What follows belongs to an exercise in optimizing a design on an open flow for small area and a short achievable clock period; a production flow would make more cautious choices. The RTL was checked by simulation tests, not by an equivalence proof against the original design.

## design/flow/design.v

```verilog
package ex_pkg;
  localparam int XLEN = 32;                   
  typedef logic [XLEN-1:0] word_t;            
  typedef logic [3:0]      byte_en_t;         
  typedef logic [4:0]      reg_idx_t;         
  typedef enum logic [2:0]
  {
    OP_MEM    = 3'd0,                         
    OP_BRANCH = 3'd1,
    OP_REG    = 3'd2,
    OP_IMM    = 3'd3,
    OP_LUI    = 3'd4,
    OP_AUIPC  = 3'd5,
    OP_JAL    = 3'd6,
    OP_JALR   = 3'd7
  } alu_op_e;
  localparam logic [2:0] F3_BEQ  = 3'd0;
  localparam logic [2:0] F3_BNE  = 3'd1;
  localparam logic [2:0] F3_BLT  = 3'd4;
  localparam logic [2:0] F3_BGE  = 3'd5;
  localparam logic [2:0] F3_BLTU = 3'd6;
  localparam logic [2:0] F3_BGEU = 3'd7;
  localparam logic [2:0] F3_BYTE   = 3'd0;
  localparam logic [2:0] F3_HALF   = 3'd1;
  localparam logic [2:0] F3_WORD   = 3'd2;
  localparam logic [2:0] F3_BYTE_U = 3'd4;
  localparam logic [2:0] F3_HALF_U = 3'd5;
  localparam word_t PC_STEP = 32'd4;          
endpackage
`timescale 1ns/1ps
module alu_core
(
  input  ex_pkg::alu_op_e i_alu_op,           
  input  logic [2:0]      i_funct3,
  input  logic            i_funct7b,          
  input  ex_pkg::word_t   i_a,
  input  ex_pkg::word_t   i_b,
  input  ex_pkg::word_t   i_imm,              
  input  ex_pkg::word_t   i_pc,
  output ex_pkg::word_t   o_result
);
  ex_pkg::word_t op_b;                        
  ex_pkg::word_t add_sub;
  ex_pkg::word_t logic_res;                   
  logic [4:0]    shamt;
  logic          is_reg;
  logic          lt_s;
  logic          lt_u;
  assign is_reg = (i_alu_op == ex_pkg::OP_REG);
  assign op_b   = is_reg ? i_b : i_imm;
  assign shamt  = op_b[4:0];                  
  assign add_sub = (is_reg && i_funct7b) ? (i_a - op_b) : (i_a + op_b);
  assign lt_s = ($signed(i_a) < $signed(op_b));
  assign lt_u = (i_a < op_b);
  always_comb
  begin
    logic_res = '0;
    case (i_funct3)
      3'd0: logic_res = add_sub;              
      3'd1: logic_res = i_a << shamt;         
      3'd2: logic_res[0] = lt_s;              
      3'd3: logic_res[0] = lt_u;              
      3'd4: logic_res = i_a ^ op_b;           
      3'd5:
      begin
        if (i_funct7b)
        begin
          logic_res = $signed(i_a) >>> shamt;  
        end
        else
        begin
          logic_res = i_a >> shamt;           
        end
      end
      3'd6: logic_res = i_a | op_b;           
      3'd7: logic_res = i_a & op_b;           
      default: logic_res = '0;
    endcase
  end
  always_comb
  begin
    case (i_alu_op)
      ex_pkg::OP_REG,
      ex_pkg::OP_IMM:   o_result = logic_res;
      ex_pkg::OP_MEM:   o_result = i_a + i_imm;    
      ex_pkg::OP_LUI:   o_result = i_imm;          
      ex_pkg::OP_AUIPC: o_result = i_pc + i_imm;
      default:          o_result = '0;             
    endcase
  end
endmodule
`timescale 1ns/1ps
module branch_unit
(
  input  logic            i_valid,
  input  ex_pkg::alu_op_e i_alu_op,
  input  logic [2:0]      i_funct3,           
  input  ex_pkg::word_t   i_a,
  input  ex_pkg::word_t   i_b,
  input  ex_pkg::word_t   i_imm,
  input  ex_pkg::word_t   i_pc,
  output logic            o_redirect,         
  output ex_pkg::word_t   o_target,
  output ex_pkg::word_t   o_link,             
  output logic            o_link_sel          
);
  ex_pkg::word_t jalr_sum;
  logic          is_branch;
  logic          is_jal;
  logic          is_jalr;
  logic          taken;
  logic          eq;
  logic          lt_s;
  logic          lt_u;
  assign is_branch = (i_alu_op == ex_pkg::OP_BRANCH);
  assign is_jal    = (i_alu_op == ex_pkg::OP_JAL);
  assign is_jalr   = (i_alu_op == ex_pkg::OP_JALR);
  assign eq   = (i_a == i_b);
  assign lt_s = ($signed(i_a) < $signed(i_b));
  assign lt_u = (i_a < i_b);
  always_comb
  begin
    case (i_funct3)
      ex_pkg::F3_BEQ:  taken = eq;
      ex_pkg::F3_BNE:  taken = !eq;
      ex_pkg::F3_BLT:  taken = lt_s;
      ex_pkg::F3_BGE:  taken = !lt_s;
      ex_pkg::F3_BLTU: taken = lt_u;
      ex_pkg::F3_BGEU: taken = !lt_u;
      default:         taken = 1'b0;      
    endcase
  end
  assign jalr_sum = i_a + i_imm;
  assign o_target = is_jalr ? {jalr_sum[ex_pkg::XLEN-1:1], 1'b0} : (i_pc + i_imm);
  assign o_link     = i_pc + ex_pkg::PC_STEP;    
  assign o_link_sel = is_jal || is_jalr;
  assign o_redirect = i_valid && ((is_branch && taken) || is_jal || is_jalr);
endmodule
`timescale 1ns/1ps
module ex_mem_reg
(
  input  logic             i_clk,
  input  logic             i_reset,
  input  logic             i_valid,
  input  ex_pkg::word_t    i_alu_result,
  input  ex_pkg::word_t    i_link,
  input  logic             i_link_sel,
  input  logic             i_redirect,
  input  ex_pkg::word_t    i_target,
  input  ex_pkg::word_t    i_store_src,      
  input  logic [2:0]       i_funct3,         
  input  ex_pkg::reg_idx_t i_rd,
  input  logic             i_reg_write,
  input  logic             i_mem_read,
  input  logic             i_mem_write,
  input  logic             i_mem_to_reg,
  output logic             o_valid,
  output ex_pkg::word_t    o_result,
  output ex_pkg::word_t    o_store_data,
  output ex_pkg::byte_en_t o_byte_en,
  output ex_pkg::reg_idx_t o_rd,
  output logic             o_reg_write,
  output logic             o_mem_read,
  output logic             o_mem_write,
  output logic             o_mem_to_reg,
  output logic             o_redirect,
  output ex_pkg::word_t    o_redirect_pc
);
  ex_pkg::word_t    result;
  ex_pkg::word_t    store_lane;
  ex_pkg::byte_en_t width_mask;
  ex_pkg::byte_en_t byte_en;
  logic [1:0]       offset;                
  logic             mem_acc;
  assign result  = i_link_sel ? i_link : i_alu_result;
  assign offset  = result[1:0];
  assign mem_acc = i_valid && (i_mem_read || i_mem_write);
  always_comb
  begin
    case (i_funct3)
      ex_pkg::F3_BYTE,
      ex_pkg::F3_BYTE_U: width_mask = 4'b0001;
      ex_pkg::F3_HALF,
      ex_pkg::F3_HALF_U: width_mask = 4'b0011;
      ex_pkg::F3_WORD:   width_mask = 4'b1111;
      default:           width_mask = 4'b0000;
    endcase
  end
  assign byte_en    = mem_acc ? (width_mask << offset) : 4'b0000;
  assign store_lane = i_store_src << {offset, 3'b000};    
  always_ff @(posedge i_clk)
  begin
    if (i_reset)
    begin
      o_valid      <= 1'b0;
      o_reg_write  <= 1'b0;
      o_mem_read   <= 1'b0;
      o_mem_write  <= 1'b0;
      o_mem_to_reg <= 1'b0;
      o_redirect   <= 1'b0;
      o_byte_en    <= '0;
    end
    else
    begin
      o_valid      <= i_valid;
      o_reg_write  <= i_valid && i_reg_write;
      o_mem_read   <= i_valid && i_mem_read;
      o_mem_write  <= i_valid && i_mem_write;
      o_mem_to_reg <= i_valid && i_mem_to_reg;
      o_redirect   <= i_valid && i_redirect;
      o_byte_en    <= byte_en;
    end
  end
  always_ff @(posedge i_clk)
  begin
    o_result      <= result;
    o_store_data  <= store_lane;
    o_rd          <= i_rd;
    o_redirect_pc <= i_target;
  end
endmodule
`timescale 1ns/1ps
module ex_stage
(
  input  logic             i_clk,
  input  logic             i_reset,
  input  logic             i_valid,          
  input  ex_pkg::alu_op_e  i_alu_op,
  input  logic [2:0]       i_funct3,
  input  logic             i_funct7b,
  input  ex_pkg::word_t    i_a,
  input  ex_pkg::word_t    i_b,
  input  ex_pkg::word_t    i_imm,
  input  ex_pkg::word_t    i_pc,
  input  ex_pkg::reg_idx_t i_rd,
  input  logic             i_reg_write,
  input  logic             i_mem_read,
  input  logic             i_mem_write,
  input  logic             i_mem_to_reg,
  output logic             o_valid,
  output ex_pkg::word_t    o_result,
  output ex_pkg::word_t    o_store_data,
  output ex_pkg::byte_en_t o_byte_en,
  output ex_pkg::reg_idx_t o_rd,
  output logic             o_reg_write,
  output logic             o_mem_read,
  output logic             o_mem_write,
  output logic             o_mem_to_reg,
  output logic             o_redirect,
  output ex_pkg::word_t    o_redirect_pc
);
  ex_pkg::word_t a_result;                    
  ex_pkg::word_t br_target;
  ex_pkg::word_t br_link;
  logic          br_redirect;
  logic          br_link_sel;
  alu_core u_alu_core
  (
    .i_alu_op  (i_alu_op),
    .i_funct3  (i_funct3),
    .i_funct7b (i_funct7b),
    .i_a       (i_a),
    .i_b       (i_b),
    .i_imm     (i_imm),
    .i_pc      (i_pc),
    .o_result  (a_result)
  );
  branch_unit u_branch_unit
  (
    .i_valid    (i_valid),
    .i_alu_op   (i_alu_op),
    .i_funct3   (i_funct3),
    .i_a        (i_a),
    .i_b        (i_b),
    .i_imm      (i_imm),
    .i_pc       (i_pc),
    .o_redirect (br_redirect),
    .o_target   (br_target),
    .o_link     (br_link),
    .o_link_sel (br_link_sel)
  );
  ex_mem_reg u_ex_mem_reg
  (
    .i_clk         (i_clk),
    .i_reset       (i_reset),
    .i_valid       (i_valid),
    .i_alu_result  (a_result),
    .i_link        (br_link),
    .i_link_sel    (br_link_sel),
    .i_redirect    (br_redirect),
    .i_target      (br_target),
    .i_store_src   (i_b),                     
    .i_funct3      (i_funct3),
    .i_rd          (i_rd),
    .i_reg_write   (i_reg_write),
    .i_mem_read    (i_mem_read),
    .i_mem_write   (i_mem_write),
    .i_mem_to_reg  (i_mem_to_reg),
    .o_valid       (o_valid),
    .o_result      (o_result),
    .o_store_data  (o_store_data),
    .o_byte_en     (o_byte_en),
    .o_rd          (o_rd),
    .o_reg_write   (o_reg_write),
    .o_mem_read    (o_mem_read),
    .o_mem_write   (o_mem_write),
    .o_mem_to_reg  (o_mem_to_reg),
    .o_redirect    (o_redirect),
    .o_redirect_pc (o_redirect_pc)
  );
endmodule
```

## design/flow/run.sh

```bash
#!/bin/bash
# synth_recipe.tcl (not shown) runs the flow's synth.tcl, then flattens the netlist and writes it again
# the make line also repeats each setting of config.mk as NAME=value (left out here)
make -C /OpenROAD-flow-scripts/flow DESIGN_CONFIG=/design/flow/config.mk WORK_HOME=/design/flow/orfs CLKGATE_MAP_FILE= SYNTH_SCRIPT=/design/flow/synth_recipe.tcl finish
```

## design/flow/config.mk

```make
export PLATFORM = sky130hd
export DESIGN_NAME = ex_stage
export DESIGN_NICKNAME = ex_stage
export VERILOG_FILES = /design/flow/design.v
export SDC_FILE = /design/flow/constraint.sdc
export NUM_CORES = 4
export LEC_CHECK = 0
export CAP_MARGIN = 20
export CORE_MARGIN = 2
export CORE_UTILIZATION = 40
export SLEW_MARGIN = 20
```

## design/flow/constraint.sdc

```tcl
create_clock -name core_clock -period 5.0 [get_ports {i_clk}]
set_input_delay 1.0000 -clock core_clock [delete_from_list [all_inputs] [get_ports {i_clk}]]
set_output_delay 1.0000 -clock core_clock [all_outputs]
set_load 0.01 [all_outputs]
```

==> flow_summary.toml <==
[pwr]
power_leakage_nw = 11.5
p_clk_share_pct = 14.0
vdd_drop_max_mv = 0.171
switching_power_mw = 2.39
power.density_cell_area_mw_per_mm2 = 210
power_report.internal_total_mw = 2.99
share_seq_of_total_power_pct = 20.2
netSwitchingFraction_pct = 44.4
power.total_mw = 5.38
combPwrFrac_pct = 65.8

[synth]
synth.net_count = 2858
yosys.area.top_type = "sky130_fd_sc_hd__ha_1"
post_synth_most_frequent_cells = "274 x sky130_fd_sc_hd__nand2_1, 236 x sky130_fd_sc_hd__o21ai_0, 230 x sky130_fd_sc_hd__a21oi_1, 219 x sky130_fd_sc_hd__nor2_1, 185 x sky130_fd_sc_hd__ha_1"
synth-main-ff-cell = "sky130_fd_sc_hd__dfxtp_1"
number_of_library_cell_types_mapped_by_synthesis = 93
synth-async-reset-ratio_pct = 0
synthesis.instances = 2523
synth-warning-count = 3
synth-edff-count = 0
ys_ff_latch = 111
most_frequent_cell_after_synthesis = "sky130_fd_sc_hd__nand2_1"
syn-mean-instance-area_um2 = 7.06
synth_top_area_share_pct = 13.0
ys_top_cells_by_area = "sky130_fd_sc_hd__ha_1 13%, sky130_fd_sc_hd__dfxtp_1 12%, sky130_fd_sc_hd__o21ai_0 6.6%, sky130_fd_sc_hd__a21oi_1 6.5%, sky130_fd_sc_hd__mux2i_1 6.2%"
fraction_of_the_yosys_area_taken_by_sequential_cells_pct = 12.5
synthesis.area_mm2 = 0.0178

[critical_path]
critical_path_required_ps = 5260
cp.buffers_inverters = 8
worstPathCellList = "dlymetal6s2s_1, or3b_4, clkbuf_16, buf_12, o21ai_0, inv_1, ha_1, inv_1, a221oi_2, nand3_1, o21bai_2, a21boi_4, buf_4, a2bb2oi_4, buf_12, buf_12, mux2i_1, mux2i_1"
worst-setup-path-type = "in2reg"
critical_path.max_fanout = 21
cpMostUsedCell = "sky130_fd_sc_hd__buf_12"
critPathSlowestCell = "sky130_fd_sc_hd__o21ai_0"
critical_path.endpoint_type = "flop"
cp.arrival_ps = 5140
crit_start = "i_alu_op[2]"
critPathLaunchType = "input port"
critical_path.top_delay_family = "compound AO/OA/AOI/OAI gates"
slowest_delay_ps = 590

[placed_design]
port_buffers = 257
placement.cell_area_mm2 = 0.0247
globalplace.congestion = 1.07
place_hpwl_um = 81600

[timing]
finalSetupViolCount = 0
max_freq_ghz = 0.205
final-max-slew-violation-count = 0
final_hold_viol_count = 0
post-route-min-period_ps = 4880
max_slew.worst_pin.slew_ps = 986
timing.final.crit_share_pct = 97.6
grt_setup_unrepaired = "false"
max_slew_margin_vs_limit_pct = 34.1

[flow_run]
number_of_max_cap_violations = 0

[finish]
post_route_cells_drive_above_1_share_pct = 22.4
finalNetCount = 3540
design_area_mm2 = 0.0256
biggestRegsByFlops = "u_ex_mem_reg.o_redirect_pc: 32 flops, u_ex_mem_reg.o_result: 32 flops, u_ex_mem_reg.o_store_data: 32 flops"
area_delta_synth_final_pct = 43.9

[global_routing]
grt.total_usage_pct = 41.7
antenna_found_initial = 5
grt.overflow.total = 0
grt_start_max_net_pins = 64
grt_pass1_vias = 22628
grt_pass1_wl_um = 146000

[clock_network]
postCtsHoldBufs = 0
cts-buffers-inserted = 9
ctsLongestPathBuffers = 2
cts.sink_count = 111
root_buffer = "sky130_fd_sc_hd__clkbuf_16"
cts.clk_slew.worst_paths_ps = 80
cts_tree = "built"
ctsHtreeMaxLevel = 3

[route]
total_via_count_in_the_routed_design = 23578
drt_wl_total_um = 100000
routed_via_density = 6.20
drt_iter0_markers = 2861
post-route-drc-count = 0
final_routed_wire_length_divided_by_cell_count_um = 26.3
antenna_left = 0
drt-pass1-iter-count = 6

[die]
floorplan.die.height_um = 215
fp.dieW_um = 215
floorplan.rows = 77
initial_core_util_pct = 40.4
die_area_mm2 = 0.0462
core_area_mm2 = 0.0441
design.portCount = 258

[hold_path]
timing.hold.worst.start = "i_rd[4]"
worstHoldPathType = "in2reg"

[outcome]
run_status = "finished clean"
[stage by stage]
stage                     setup WS (ps)  setup TNS, ps  utilization (%)  instances  hold WS (ps)
after floorplan                    -131          -2480                -       2523          1030
after global placement             -898         -39010             56.1       3773          1450
after detailed placement           -911         -40540             56.1       3773          1450
after CTS                         -22.2          -39.1             57.3       3793          1040
after global routing               80.4              0             58.0       3802          1040
final                               120              0             58.1       3803          1050
[what timing repair did]
| item | 4_1_cts | 5_1_grt |
|---|---|---|
| endpoints found under the setup margin | 51 | 48 |
| pin swaps | 11 | 30 |
| hold endpoints to repair | 0 | 0 |
| gates resized for setup | 53 | 63 |
| cloned | 0 | 2 |
| setup buffers | 4 | 6 |
[final timing paths]
check                 slack, ps                             to  cells after the start
worst min-delay path       1050           u_ex_mem_reg.o_rd[4]                      1
worst max-delay path        120  u_ex_mem_reg.o_store_data[25]                     18
[power groups by stage]
stage / Clock (mW) / Combinational, mW / Sequential, mW
finish: 0.752 / 3.54 / 1.09
floorplan: 0 / 1.57 / 1.16
detailed placement: 0 / 3.32 / 1.11
global route: 0.786 / 3.74 / 1.10
CTS: 0.756 / 3.39 / 1.09
global placement: 0 / 3.30 / 1.10
[logic make-up after synthesis]
group / share of synthesized area (%)
muxes: 8.83
xor gates and xnor gates: 5.46
buffers and inverters: 7.01
adders and majority gates: 13.3
AOI/OAI and AO/OA: 32.9
and+or+nand+nor: 20.0
DFF: 12.5
[cell type report]
type                    count  area [um^2]
fillers                  4298        18500
clock inverters             6         61.3
flip-flops and latches    111         2220
clock buffers              10          229
diodes                      1         2.50
multi-input cells        2111        14800
inverters                 147          556
repair buffers            825         7020
well taps                 592          741
[placed cells by master, fill, tap and decap left out, types with 48 or more instances in the layout]
| cell type | count |
|---|---|
| sky130_fd_sc_hd__inv_1 | 137 |
| sky130_fd_sc_hd__ha_1 | 178 |
| sky130_fd_sc_hd__buf_4 | 552 |
| sky130_fd_sc_hd__o21ai_0 | 207 |
| sky130_fd_sc_hd__nor3_1 | 48 |
| sky130_fd_sc_hd__dfxtp_1 | 111 |
| sky130_fd_sc_hd__a21oi_1 | 223 |
| sky130_fd_sc_hd__xnor2_1 | 67 |
| sky130_fd_sc_hd__nand2_1 | 274 |
| sky130_fd_sc_hd__clkdlybuf4s50_1 | 253 |
| sky130_fd_sc_hd__mux2i_1 | 102 |
| sky130_fd_sc_hd__nand3_1 | 50 |
| sky130_fd_sc_hd__nor2_1 | 216 |
[layer usage]
metal | GRT usage [%] | share of wire (%) | wire length [um] | vias to the layer above
met1 | 53.0 | 40 | 40000 | 11225
met2 | 64.4 | 43 | 43100 | 1396
met4 | 25.0 | 7.0 | 6970 | 4
li1 | - | - | - | 10656
met5 | 0 | 0.025 | 25 | -
met3 | 9.48 | 10 | 10100 | 297

what the ideal ports hide:
How much do the figures lean on ideal ports? The routed layout below was timed once more, with nothing changed but the port constraints.
Step 1 assumes that a clkbuf_16 drives the clock port and a buf_2 every other input.
Step 2 times the ports against the registers' clock, not the clock port: input delays grow and output delays shrink by t, the midpoint of the rising clock arrivals with the driver on.
Three values: ideal ports, drivers, drivers and shift; two values: the first two.
shift t [ns]: 0.442
setup slack, ns: 0.120 / 0.147 / -0.295
worst setup path after step 2: input to register
worst slew at a driven data input, ns: 0.09
With both steps, setup timing fails in this run, where it was met with ideal ports. The setup slack of this run moves by +0.027 ns with the drivers and by -0.415 ns with both steps.
